Context: an optimization exercise on an open-source flow, tuned for small area, a short achievable clock period and few clock cycles per item. The choices shown serve that exercise and are no tape-out recipe.
At most, simulation tests tie the RTL to the original design; equivalence was not proved.

## before
==> flow/design.v (excerpt) <==
module fp_alu_seq #(
   parameter int EXP_W = 8,
   parameter int MAN_W = 23
) (
   input  logic                   clk,
   input  logic                   rst,
   input  logic                   in_valid,
   output logic                   in_ready,
   input  logic [2:0]             op,
   input  logic [EXP_W+MAN_W:0]   a,
   input  logic [EXP_W+MAN_W:0]   b,
   output logic                   out_valid,
   input  logic                   out_ready,
   output logic [EXP_W+MAN_W:0]   result,
   output logic [3:0]             flags
);
   localparam logic [2:0] OP_SUB = 3'b001;
   localparam logic [2:0] OP_MUL = 3'b010;
   localparam logic [2:0] OP_DIV = 3'b011;
   localparam int         XST    = 2;    
   logic        v0, st0;
   logic [2:0]  op0;
   logic [31:0] a0, b0;
   logic        v1, add1, mul1, div1, s1;
   logic [9:0]  e1;
   logic [26:0] xa1;
   logic [27:0] xb1;
   logic        xc1;
   logic        sp1, spn1, spi1, sps1, nv1, dz1;
   logic        v2, div2, s2, z2;
   logic [9:0]  e2;
   logic [22:0] f2;
   logic        sp2, spn2, spi2, sps2, nv2, dz2;
   logic        v3;
   logic [31:0] res3;
   logic [3:0]  fl3;
   logic        dbusy;
   logic [2:0]  dcnt;
  ...
For scale: roughly 7100 cells after synthesis, ~440 flip-flops, about 46000 um2 of cells after synthesis.
Settings: LEC_CHECK=0, ABC_AREA=1, ABC_CLOCK_PERIOD_IN_PS=5000, CAP_MARGIN=20, CORE_MARGIN=2, CORE_UTILIZATION=40, SETUP_SLACK_MARGIN=5, SLEW_MARGIN=20; clock period 11.0 ns.
standard.sh (not shown) runs the stock make flow with config.mk's settings and CLKGATE_MAP_FILE= SYNTH_SCRIPT=/design/flow/synth_recipe.tcl, a recipe that flattens the netlist after the stock synthesis.
==> flow/flow/run.sh <==
#!/bin/bash
# Own flow: the standard layout (standard.sh), except that synthesis runs without
# the full/half-adder extraction (ADDER_MAP_FILE empty), so that ABC maps the adders
# itself. Registers, floorplan, power grid, placement, CTS and routing are the standard ones.
set -euo pipefail
bash standard.sh ADDER_MAP_FILE= synth > synth.log 2>&1
bash standard.sh finish > layout.log 2>&1
before: no failed stages, no open violations at the end
Setup changes, before to after
diff --git a/flow/design.v b/flow/design.v
--- a/flow/design.v
+++ b/flow/design.v
@@ -249,53 +249,51 @@
          b0  <= b;
          op0 <= op;
          st0 <= start_in;
       end else if (start_r0) begin
          st0 <= 1'b1;
       end
    end
    logic [31:0] da_src, db_src;
-   logic [26:0] lws, lwc, sws1, swc1, sws2, swc2, sws3, swc3;
-   logic [24:0] lq, lqm, sq1, sqm1, sq2, sqm2, sq3, sqm3;
+   logic [26:0] lws, lwc, sws1, swc1, sws2, swc2;
+   logic [24:0] lq, lqm, sq1, sqm1, sq2, sqm2;
    logic [23:0] ld;
    assign da_src = start_r0 ? a0 : a;
    assign db_src = start_r0 ? b0 : b;
    assign ld     = {1'b1, db_src[22:0]};
    fp_div_step u_ds0 (.ws({4'b0000, da_src[22:0]} | 27'h0800000), .wc(27'd0),
                       .q(25'd0), .qm({25{1'b1}}), .d(ld),
                       .ws_n(lws), .wc_n(lwc), .q_n(lq), .qm_n(lqm));
    fp_div_step u_ds1 (.ws(dws), .wc(dwc), .q(dq), .qm(dqm), .d(dd),
                       .ws_n(sws1), .wc_n(swc1), .q_n(sq1), .qm_n(sqm1));
    fp_div_step u_ds2 (.ws(sws1), .wc(swc1), .q(sq1), .qm(sqm1), .d(dd),
                       .ws_n(sws2), .wc_n(swc2), .q_n(sq2), .qm_n(sqm2));
-   fp_div_step u_ds3 (.ws(sws2), .wc(swc2), .q(sq2), .qm(sqm2), .d(dd),
-                      .ws_n(sws3), .wc_n(swc3), .q_n(sq3), .qm_n(sqm3));
    always_ff @(posedge clk) begin
       if (rst) begin
          dbusy <= 1'b0;
          dcnt  <= 3'd0;
       end else if (start_in || start_r0) begin
          dbusy <= 1'b1;
-         dcnt  <= 3'd4;
+         dcnt  <= 3'd6;
       end else begin
          if (consume) dbusy <= 1'b0;
          if (dbusy && (dcnt != 3'd0)) dcnt <= dcnt - 3'd1;
       end
       if (start_in || start_r0) begin
          dws <= lws;
          dwc <= lwc;
          dq  <= lq;
          dqm <= lqm;
          dd  <= ld;
       end else if (dbusy && (dcnt != 3'd0)) begin
-         dws <= sws3;
-         dwc <= swc3;
-         dq  <= sq3;
-         dqm <= sqm3;
+         dws <= sws2;
+         dwc <= swc2;
+         dq  <= sq2;
+         dqm <= sqm2;
       end
    end
 endmodule
 module fp_div_step (
    input  logic [26:0] ws,
    input  logic [26:0] wc,
    input  logic [24:0] q,
    input  logic [24:0] qm,
- In summary, after completed successfully, with a layout that passed the timing, DRC and antenna checks.
- On sequential share of layout area: between before and after, it ends up higher for after.
- When after is set beside before, its global routing usage on met2 turns out to be 1.8 points smaller.
- Layout multi-input combinational cell count: before vs after, no meaningful difference
- Worst hold path depth came out exactly the same in before and after.
- After detailed routing, before needs more wire than after.
- On via count of the first global-routing pass: between before and after, it ends up lower for after.
- For before, the start point of the critical path was dwc[22]$_DFFE_PP_, unlike after, where it was out_ready.
- Compared with before, after shows a global-route usage over all layers that is 0.57 points lower.
- Against before as the reference, after delivers a higher slew at the pin closest to its max-slew limit.
- Relative to before, the worst hold margin of after is lower by 19 ps.
- Reported for before and after, overflow left after global routing turned out identical to the last digit.
Testbench counts of after, summed over its fixed seeds: cycles 5,138, items 3,000.
The RTL of before was laid out without a check of its function.

========
fp_alu_seq, a different RTL version from the one above (not shown whole).
For scale: ~480 flip-flops, about 110 I/O pins.
Settings: LEC_CHECK=0, ABC_AREA=1, ABC_CLOCK_PERIOD_IN_PS=5000, CAP_MARGIN=20, CORE_MARGIN=2, CORE_UTILIZATION=40, SETUP_SLACK_MARGIN=5, SLEW_MARGIN=20; clock period 11.0 ns.
run.sh (not shown) runs the stock make flow with config.mk's settings and CLKGATE_MAP_FILE= SYNTH_SCRIPT=/design/flow/synth_recipe.tcl, a recipe that flattens the netlist after the stock synthesis.
Stock flow here: none of the scripts above is used.
The baseline completed without violations.
Edit:
--- a/flow/design.v
+++ b/flow/design.v
@@ -22,35 +22,35 @@
    logic [2:0]  op0;
    logic [31:0] a0, b0;
    logic        v1, add1, mul1, div1, s1;
    logic [9:0]  e1;
    logic [26:0] xa1;
    logic [27:0] xb1;
    logic        xc1;
    logic        sp1, spn1, spi1, sps1, nv1, dz1;
    logic        v2, div2, s2, z2;
    logic [9:0]  e2;
    logic [22:0] f2;
    logic        sp2, spn2, spi2, sps2, nv2, dz2;
-   logic        v3, v3b;
-   logic [31:0] res3, res3b;
-   logic [3:0]  fl3, fl3b;
+   logic        v3;
+   logic [31:0] res3;
+   logic [3:0]  fl3;
    logic        dbusy;
    logic [2:0]  dcnt;
    logic [26:0] dws, dwc;
    logic [24:0] dq, dqm;
    logic [23:0] dd;
    logic adv, adv0, accept, consume, dfree, start_in, start_r0, div0;
    assign div0     = (op0 == OP_DIV);
-   assign adv      = !v3b && !(v2 && div2 && (dcnt != 3'd0));
+   assign adv      = !(v3 && !out_ready) && !(v2 && div2 && (dcnt != 3'd0));
    assign consume  = v2 && div2 && adv;
    assign dfree    = !dbusy || consume;
    assign start_r0 = v0 && div0 && !st0 && dfree;
    assign adv0     = adv && (!div0 || (st0 && ({1'b0, dcnt} <= 4'(2 + XST))));
    assign in_ready = !v0 || adv0;
    assign accept   = in_valid && in_ready;
    assign start_in = accept && (op == OP_DIV) && dfree;
    logic       sa, sb, sb_eff, sx;
    logic [7:0] ea, eb;
    logic       za, zb, ia, ib, na, nb;
    logic [23:0] siga, sigb;
    logic       is_add, is_mul, is_div;
@@ -221,52 +221,30 @@
          res_n = spn2 ? 32'h7FC00000 : {sps2, spi2 ? 8'hFF : 8'h00, 23'd0};
          fl_n  = {nv2, dz2, 2'b00};
       end else if (z2) begin
          res_n = 32'd0;
       end else if (ovf) begin
          res_n = {s2, 8'hFF, 23'd0};
          fl_n  = 4'b0010;
       end else if (unf) begin
          res_n = {s2, 31'd0};
          fl_n  = 4'b0001;
       end
    end
-   logic take, new3;
-   assign take = v3 && out_ready;
-   assign new3 = v2 && adv;
    always_ff @(posedge clk) begin
-      if (rst) begin
-         v3  <= 1'b0;
-         v3b <= 1'b0;
-      end else if (v3b) begin
-         if (take) v3b <= 1'b0;
-      end else if (new3) begin
-         v3 <= 1'b1;
-         if (v3 && !take) v3b <= 1'b1;
-      end else if (take) begin
-         v3 <= 1'b0;
-      end
-      if (v3b) begin
-         if (take) begin
-            res3 <= res3b;
-            fl3  <= fl3b;
-         end
-      end else if (new3) begin
-         if (!v3 || take) begin
-            res3 <= res_n;
-            fl3  <= fl_n;
-         end else begin
-            res3b <= res_n;
-            fl3b  <= fl_n;
-         end
+      if (rst) v3 <= 1'b0;
+      else if (!(v3 && !out_ready)) v3 <= adv && v2;
+      if (adv && v2) begin
+         res3 <= res_n;
+         fl3  <= fl_n;
       end
    end
    assign out_valid = v3;
    assign result    = res3;
    assign flags     = fl3;
    always_ff @(posedge clk) begin
       if (rst) v0 <= 1'b0;
       else if (!v0 || adv0) v0 <= accept;
       if (accept) begin
          a0  <= a;
          b0  <= b;
          op0 <= op;
Effect: Global-route usage came out higher by 0.51 points. Routed wire length rises by 0.40%. Design area shrinks by 2.0%. Area after synthesis decreases by 3.3%. Via count went down by 0.70%. Worst setup slack improves by 0.11 ns. Core utilization is higher by 0.60 points. Die area went down by 3.3%.
Testbench counts after the change, summed over its fixed seeds: cycles 5,138, items 3,000.
Function not checked in the first run of this note: the RTL went through the layout flow alone.

[port drivers added, routing unchanged]
The results above use ideal ports. As a check the final layouts listed here were re-extracted and re-timed, cells and wires unchanged.
Step 1 (the two cells are an assumption about what drives the block):
set clk [get_ports {clk}]
set_driving_cell -lib_cell sky130_fd_sc_hd__clkbuf_16 $clk
set_driving_cell -lib_cell sky130_fd_sc_hd__buf_2 [delete_from_list [all_inputs] $clk]
Step 2 adds t to the input delays and takes it off the output delays; t is the mean of the earliest and latest rising clock arrival at the registers after step 1. Input paths then give back, and output paths get back, about the clock's delay inside the block.
Slacks: no drivers / after step 1 / after step 2; pairs: no drivers / after step 1.
| run | shift t [ns] | setup WS [ns] | worst hold slack (ns) | worst setup path at the end |
|---|---|---|---|---|
| before | 0.699 | 4.527 / 4.527 / 4.527 | 0.416 / 0.416 / 0.416 | register to register |
| after | 0.673 | 5.041 / 5.016 / 4.702 | 0.398 / 0.398 / 0.398 | input to register |
| the first run of note 2 | 0.697 | 4.000 / 4.000 / 3.729 | 0.412 / 0.412 / 0.412 | input to register |
| the second run of note 2 | 0.701 | 4.112 / 4.112 / 4.091 | 0.417 / 0.417 / 0.417 | input to register |
After both steps setup and hold are still met in every run listed. For after, which loses most, drivers alone change the setup slack by -0.025 ns; drivers and shift together by -0.339 ns.
